What follows belongs to an exercise in optimizing a design on an open flow for small area; a production flow would make more cautious choices.

==> flow/design.v <==
`timescale 1ns/1ps
`default_nettype none
module rc_add #(parameter int W = 10) (
  input  logic [W-1:0] a,
  input  logic [W-1:0] b,
  input  logic         ci,
  output logic [W-1:0] s,
  output logic         co
);
  logic [W:0] c;
  assign c[0] = ci;
  for (genvar i = 0; i < W; i++) begin : g_b
    assign s[i]   = a[i] ^ b[i] ^ c[i];
    assign c[i+1] = (a[i] & b[i]) | (c[i] & (a[i] ^ b[i]));
  end
  assign co = c[W];
endmodule
module rc_inc #(parameter int W = 10) (
  input  logic [W-1:0] a,
  input  logic         ci,
  output logic [W-1:0] s
);
  logic [W:0] c;
  assign c[0] = ci;
  for (genvar i = 0; i < W; i++) begin : g_b
    assign s[i]   = a[i] ^ c[i];
    assign c[i+1] = a[i] & c[i];
  end
endmodule
module rc_carry #(parameter int W = 10) (
  input  logic [W-1:0] a,
  input  logic [W-1:0] b,
  input  logic         ci,
  output logic         co
);
  logic [W:0] c;
  assign c[0] = ci;
  for (genvar i = 0; i < W; i++) begin : g_b
    assign c[i+1] = (a[i] & b[i]) | (c[i] & (a[i] | b[i]));
  end
  assign co = c[W];
endmodule
module rc_absdiff #(parameter int W = 10) (
  input  logic [W-1:0] a,
  input  logic [W-1:0] b,
  output logic [W-1:0] d
);
  logic [W-1:0] e;
  logic         nc;
  logic [W:0]   c;
  rc_add #(W) u_sub (.a(a), .b(~b), .ci(1'b1), .s(e), .co(nc));
  assign c[0] = ~nc;
  for (genvar i = 0; i < W; i++) begin : g_n
    assign d[i]   = (e[i] ^ ~nc) ^ c[i];
    assign c[i+1] = (e[i] ^ ~nc) & c[i];
  end
endmodule
module rc_absdiff6 #(parameter int W = 10) (
  input  logic [W-1:0] a,
  input  logic [W-1:0] b,
  output logic [W-1:0] d
);
  logic [W-1:0] e;
  logic         c;
  logic [W:0]   p;
  rc_add #(W) u_sub (.a(a), .b(~b), .ci(1'b1), .s(e), .co(c));
  assign p[0] = 1'b0;
  for (genvar i = 0; i < W; i++) begin : g_n
    assign d[i]   = e[i] ^ (~c & p[i]);
    assign p[i+1] = p[i] | e[i];
  end
endmodule
module target_eval (
  input  logic [9:0] px,
  input  logic [9:0] py,
  input  logic [9:0] tx,
  input  logic [9:0] ty,
  input  logic [7:0] tt,
  input  logic [7:0] ct,
  input  logic       active,
  output logic       hit,
  output logic       tcol
);
  logic [9:0] ex, dxo, dy;
  logic       gx, sx;
  logic       far;
  logic [9:0] s, t1, diag;
  logic [7:0] delta;
  logic       u0, u1, u2, u3;
  logic       core, rim, in_ring;
  rc_add #(10) u_ex (.a(px), .b(~tx), .ci(1'b1), .s(ex), .co(gx));
  assign sx  = ~gx;
  assign dxo = ex ^ {10{sx}};
  rc_absdiff6 #(10) u_dy (.a(py), .b(ty), .d(dy));
  assign far = dxo[9] | dy[9];
  rc_add #(10) u_s (.a({1'b0, dxo[8:0]}), .b({1'b0, dy[8:0]}), .ci(sx), .s(s), .co(u0));
  rc_add #(10) u_d1 (.a(s), .b(~{2'b00, s[9:2]}), .ci(1'b1), .s(t1), .co(u1));
  rc_add #(10) u_d2 (.a(t1), .b(~{5'b00000, s[9:5]}), .ci(1'b1), .s(diag), .co(u2));
  rc_add #(8)  u_dt (.a(tt), .b(~ct), .ci(1'b1), .s(delta), .co(u3));
  logic [9:0] kn, rx, ry, rd;
  logic       cx, cy, cd;
  assign kn = ~({2'b00, delta} + 10'd25);
  rc_add #(10) u_rx (.a({1'b0, dxo[8:0]}), .b(kn), .ci(sx), .s(rx), .co(cx));
  rc_add #(10) u_ry (.a({1'b0, dy[8:0]}), .b(kn), .ci(1'b0), .s(ry), .co(cy));
  rc_add #(10) u_rd (.a(diag), .b(kn), .ci(1'b0), .s(rd), .co(cd));
  assign in_ring = (cx | cy | cd) & ~(cx & |rx[9:2]) & ~(cy & |ry[9:2]) & ~(cd & |rd[9:2]);
  assign core = (sx ? dxo[8:0] < 9'd24 : dxo[8:0] < 9'd25) & dy[8:0] < 9'd25 & diag < 10'd25;
  assign rim  = (sx ? dxo[8:0] < 9'd29 : dxo[8:0] < 9'd30) & dy[8:0] < 9'd30 & diag < 10'd30;
  assign hit  = active & ~far & (in_ring | rim);
  assign tcol = in_ring | core;
endmodule
`default_nettype wire
`timescale 1ns/1ps
`default_nettype none
module game_video_top (
  input  logic       pxl_clk,
  input  logic       reset,
  input  logic       sck,
  input  logic       sdi,
  input  logic       fsync,
  output logic       hsync,
  output logic       vsync,
  output logic       sync_b,
  output logic [7:0] r,
  output logic [7:0] g,
  output logic [7:0] b
);
  logic [2:0]  pin_meta;
  logic [2:0]  pin_sync;
  logic        sck_prev;
  logic [4:0]  bit_cnt;
  logic        word_valid;
  logic [29:0] shift;
  logic        zeros;
  logic        shift_en;
  logic        word_done;
  logic        restart_done;
  assign shift_en     = pin_sync[2] & pin_sync[1] & ~sck_prev;
  assign word_done    = shift_en & (&bit_cnt);
  assign restart_done = (shift[29:28] == 2'b10) & zeros;
  always_ff @(posedge pxl_clk) begin
    pin_meta <= {fsync, sck, sdi};
    pin_sync <= pin_meta;
  end
  always_ff @(posedge pxl_clk) begin
    if (reset) begin
      sck_prev   <= 1'b0;
      bit_cnt    <= '0;
      word_valid <= 1'b0;
    end else begin
      sck_prev   <= pin_sync[1];
      word_valid <= word_done;
      if (!pin_sync[2]) begin
        bit_cnt <= '0;
      end else if (shift_en) begin
        bit_cnt <= bit_cnt + 1'b1;
      end
    end
  end
  always_ff @(posedge pxl_clk) begin
    if (shift_en && !(bit_cnt[4:1] == 4'b1111)) begin
      shift <= {shift[28:0], pin_sync[0]};
    end
    if (shift_en) begin
      zeros <= ~pin_sync[0] & (zeros | (bit_cnt == 5'd2));
    end
  end
  logic       e_word, e_status, e_timer, e_append, e_retire, e_clear;
  logic [7:0] health;
  logic [7:0] cur_time;
  logic [9:0] mouse_x;
  logic [9:0] mouse_y;
  logic [7:0] active;
  logic [9:0] tx [8];
  logic [9:0] ty [8];
  logic [7:0] tt [8];
  logic [2:0] start_ptr;
  logic [2:0] end_ptr;
  assign e_word   = word_done & ~reset;
  assign e_status = e_word & (shift[29:28] == 2'b00);
  assign e_timer  = e_word & (shift[29:28] == 2'b01);
  assign e_append = e_word & (shift[29:27] == 3'b111);
  assign e_retire = e_word & (shift[29:27] == 3'b110);
  assign e_clear  = word_valid & restart_done;
  always_ff @(posedge pxl_clk) begin
    if (reset) begin
      health   <= '0;
      cur_time <= '0;
      mouse_x  <= '0;
      mouse_y  <= '0;
    end else begin
      if (e_status) begin
        health <= shift[27:20];
      end
      if (e_timer) begin
        cur_time <= shift[27:20];
        mouse_x  <= shift[19:10];
        mouse_y  <= shift[9:0];
      end
    end
  end
  always_ff @(posedge pxl_clk) begin
    if (reset || e_clear) begin
      active    <= '0;
      start_ptr <= '0;
      end_ptr   <= '0;
    end else if (e_append) begin
      active[end_ptr] <= 1'b1;
      end_ptr         <= end_ptr + 1'b1;
    end else if (e_retire) begin
      active[start_ptr] <= 1'b0;
      start_ptr         <= start_ptr + 1'b1;
    end
  end
  always_ff @(posedge pxl_clk) begin
    if (e_append) begin
      tx[end_ptr] <= shift[26:17];
      ty[end_ptr] <= shift[16:7];
      tt[end_ptr] <= cur_time + 8'd60;
    end
  end
  logic [9:0] px;
  logic [9:0] py;
  always_ff @(posedge pxl_clk) begin
    if (reset) begin
      px <= 10'd873;
      py <= 10'd987;
    end else if (px == 10'd647) begin
      px <= 10'd872;
      py <= (py == 10'd487) ? 10'd987 : py + 1'b1;
    end else begin
      px <= px + 1'b1;
    end
  end
  logic [7:0] hit_n, tcol_n;
  for (genvar k = 0; k < 8; k++) begin : g_t
    target_eval u_ev (
      .px(px), .py(py), .tx(tx[k]), .ty(ty[k]), .tt(tt[k]), .ct(cur_time),
      .active(active[k]), .hit(hit_n[k]), .tcol(tcol_n[k])
    );
  end
  logic [10:0] cx, cy;
  logic        on_cursor_n, in_bar_n, bar_filled_n, in_active_n, hs_n, vs_n;
  logic        near6x, near1x, near6y, near1y;
  logic        u_c2, u_c3, u_b0, bar_lt;
  logic [9:0]  bar_end;
  rc_add #(11) u_cx (.a({1'b0, px}), .b(~{1'b0, mouse_x}), .ci(1'b0), .s(cx), .co(u_c2));
  rc_add #(11) u_cy (.a({1'b0, py}), .b(~{1'b0, mouse_y}), .ci(1'b0), .s(cy), .co(u_c3));
  assign near6x = (&cx[10:3] & (|cx[2:0])) | (~|cx[10:3] & (cx[2:0] <= 3'd5));
  assign near1x = (&cx[10:1]) | (cx == 11'd0);
  assign near6y = (&cy[10:3] & (|cy[2:0])) | (~|cy[10:3] & (cy[2:0] <= 3'd5));
  assign near1y = (&cy[10:1]) | (cy == 11'd0);
  assign on_cursor_n = (near6x & near1y) | (near1x & near6y);
  assign in_bar_n     = px >= 10'd50 && px < 10'd305 && py >= 10'd20 && py < 10'd30;
  rc_add #(10) u_be (.a({2'b00, health}), .b(10'd50), .ci(1'b0), .s(bar_end), .co(u_b0));
  rc_carry #(10) u_bl (.a(bar_end), .b(~px), .ci(1'b0), .co(bar_lt));
  assign bar_filled_n = bar_lt;
  assign in_active_n  = (px < 10'd640) && (py < 10'd480);
  assign hs_n         = ~(px >= 10'd880 && px < 10'd976);
  assign vs_n         = ~(py >= 10'd989 && py < 10'd991);
  logic [7:0] hit, tcol;
  logic [2:0] start_ptr_d;
  logic       on_cursor, in_bar, bar_filled, in_active, hs, vs;
  always_ff @(posedge pxl_clk) begin
    hit         <= hit_n;
    tcol        <= tcol_n;
    start_ptr_d <= start_ptr;
    on_cursor   <= on_cursor_n;
    in_bar      <= in_bar_n;
    bar_filled  <= bar_filled_n;
    in_active   <= in_active_n & ~reset;
    hs          <= hs_n | reset;
    vs          <= vs_n | reset;
  end
  logic [7:0] after_start, hit_hi, hit_sel, first;
  logic       any_hit, win_tcol;
  for (genvar k = 0; k < 8; k++) begin : g_pri
    assign after_start[k] = (3'(k) >= start_ptr_d);
  end
  assign hit_hi  = hit & after_start;
  assign hit_sel = (|hit_hi) ? hit_hi : hit;
  assign first[0] = hit_sel[0];
  for (genvar k = 1; k < 8; k++) begin : g_first
    assign first[k] = hit_sel[k] & ~(|hit_sel[k-1:0]);
  end
  assign any_hit  = |hit;
  assign win_tcol = |(first & tcol);
  logic c_black, c_tgt, c_white, c_cur;
  always_comb begin
    c_black = 1'b0; c_tgt = 1'b0; c_white = 1'b0; c_cur = 1'b0;
    if (!in_active)       c_black = 1'b1;
    else if (on_cursor)   c_cur = 1'b1;
    else if (in_bar)      begin c_white = bar_filled; c_black = ~bar_filled; end
    else if (any_hit)     begin c_tgt = win_tcol; c_white = ~win_tcol; end
  end
  logic r7, rl, g7, g6, gl, b7, b6, bl;
  always_ff @(posedge pxl_clk) begin
    if (reset) begin
      hsync  <= 1'b1;
      vsync  <= 1'b1;
      sync_b <= 1'b1;
      {r7, rl, g7, g6, gl, b7, b6, bl} <= '0;
    end else begin
      hsync  <= hs;
      vsync  <= vs;
      sync_b <= hs & vs;
      r7 <= ~c_black;
      rl <= c_white | c_cur;
      g7 <= ~c_black & ~c_cur;
      g6 <= c_white | c_cur;
      gl <= c_white;
      b7 <= ~c_black & ~c_cur;
      b6 <= c_white | c_cur | c_tgt;
      bl <= c_white | c_tgt;
    end
  end
  assign r = {r7, {7{rl}}};
  assign g = {g7, g6, {6{gl}}};
  assign b = {b7, b6, {6{bl}}};
endmodule
`default_nettype wire
export LEC_CHECK = 0
export CAP_MARGIN = 20
export CORE_MARGIN = 2
export CORE_UTILIZATION = 75
export CTS_CLUSTER_DIAMETER = 80
export CTS_CLUSTER_SIZE = 24
export SLEW_MARGIN = 20
create_clock -name core_clock -period 12.5 [get_ports {pxl_clk}]
run.sh (not shown) runs the stock make flow with config.mk's settings and CLKGATE_MAP_FILE= SYNTH_SCRIPT=/design/flow/synth_recipe.tcl, a recipe that flattens the netlist after the stock synthesis.
==> next run, changes <==
--- a/flow/design.v
+++ b/flow/design.v
@@ -13,22 +13,10 @@
     assign s[i]   = a[i] ^ b[i] ^ c[i];
     assign c[i+1] = (a[i] & b[i]) | (c[i] & (a[i] ^ b[i]));
   end
   assign co = c[W];
 endmodule
-module rc_inc #(parameter int W = 10) (
-  input  logic [W-1:0] a,
-  input  logic         ci,
-  output logic [W-1:0] s
-);
-  logic [W:0] c;
-  assign c[0] = ci;
-  for (genvar i = 0; i < W; i++) begin : g_b
-    assign s[i]   = a[i] ^ c[i];
-    assign c[i+1] = a[i] & c[i];
-  end
-endmodule
 module rc_carry #(parameter int W = 10) (
   input  logic [W-1:0] a,
   input  logic [W-1:0] b,
   input  logic         ci,
   output logic         co
@@ -38,25 +26,10 @@
   for (genvar i = 0; i < W; i++) begin : g_b
     assign c[i+1] = (a[i] & b[i]) | (c[i] & (a[i] | b[i]));
   end
   assign co = c[W];
 endmodule
-module rc_absdiff #(parameter int W = 10) (
-  input  logic [W-1:0] a,
-  input  logic [W-1:0] b,
-  output logic [W-1:0] d
-);
-  logic [W-1:0] e;
-  logic         nc;
-  logic [W:0]   c;
-  rc_add #(W) u_sub (.a(a), .b(~b), .ci(1'b1), .s(e), .co(nc));
-  assign c[0] = ~nc;
-  for (genvar i = 0; i < W; i++) begin : g_n
-    assign d[i]   = (e[i] ^ ~nc) ^ c[i];
-    assign c[i+1] = (e[i] ^ ~nc) & c[i];
-  end
-endmodule
 module rc_absdiff6 #(parameter int W = 10) (
   input  logic [W-1:0] a,
   input  logic [W-1:0] b,
   output logic [W-1:0] d
 );
Result: The new run went through all stages and came out clean; setup slack improves by 0.11 ns; critical path depth stays the same; fmax goes up by 0.93%; non-clock buffer count goes up by 4; via count goes down by 0.71%; global-route usage goes up by 0.42 points; die area goes down by 0.81%.
No run of this note included a check of the RTL's function; only the layout flow was run.

-- re-timing with driven ports --
The results above use ideal ports. As a check the final layouts listed here were re-extracted and re-timed, cells and wires unchanged.
Step 1 assumes that a clkbuf_16 drives the clock port and a buf_2 every other input.
Step 2 moves the port delays by t, midway between the first and last clock arrival at a register: inputs arrive t later, outputs are due t later. That takes back most of the time a late clock gives input paths.
Three values: no drivers, after step 1, after step 2; two values: the first two.
run	shift t [ns]	setup WS [ns]	hold WS [ns]	pins driven straight from the clock port
the first run	0.630	0.354 / 0.354 / 0.354	0.338 / 0.338 / 0.338	1
the second run	0.625	0.466 / 0.466 / 0.466	0.349 / 0.349 / 0.349	1
After both steps setup and hold are still met in every run listed.
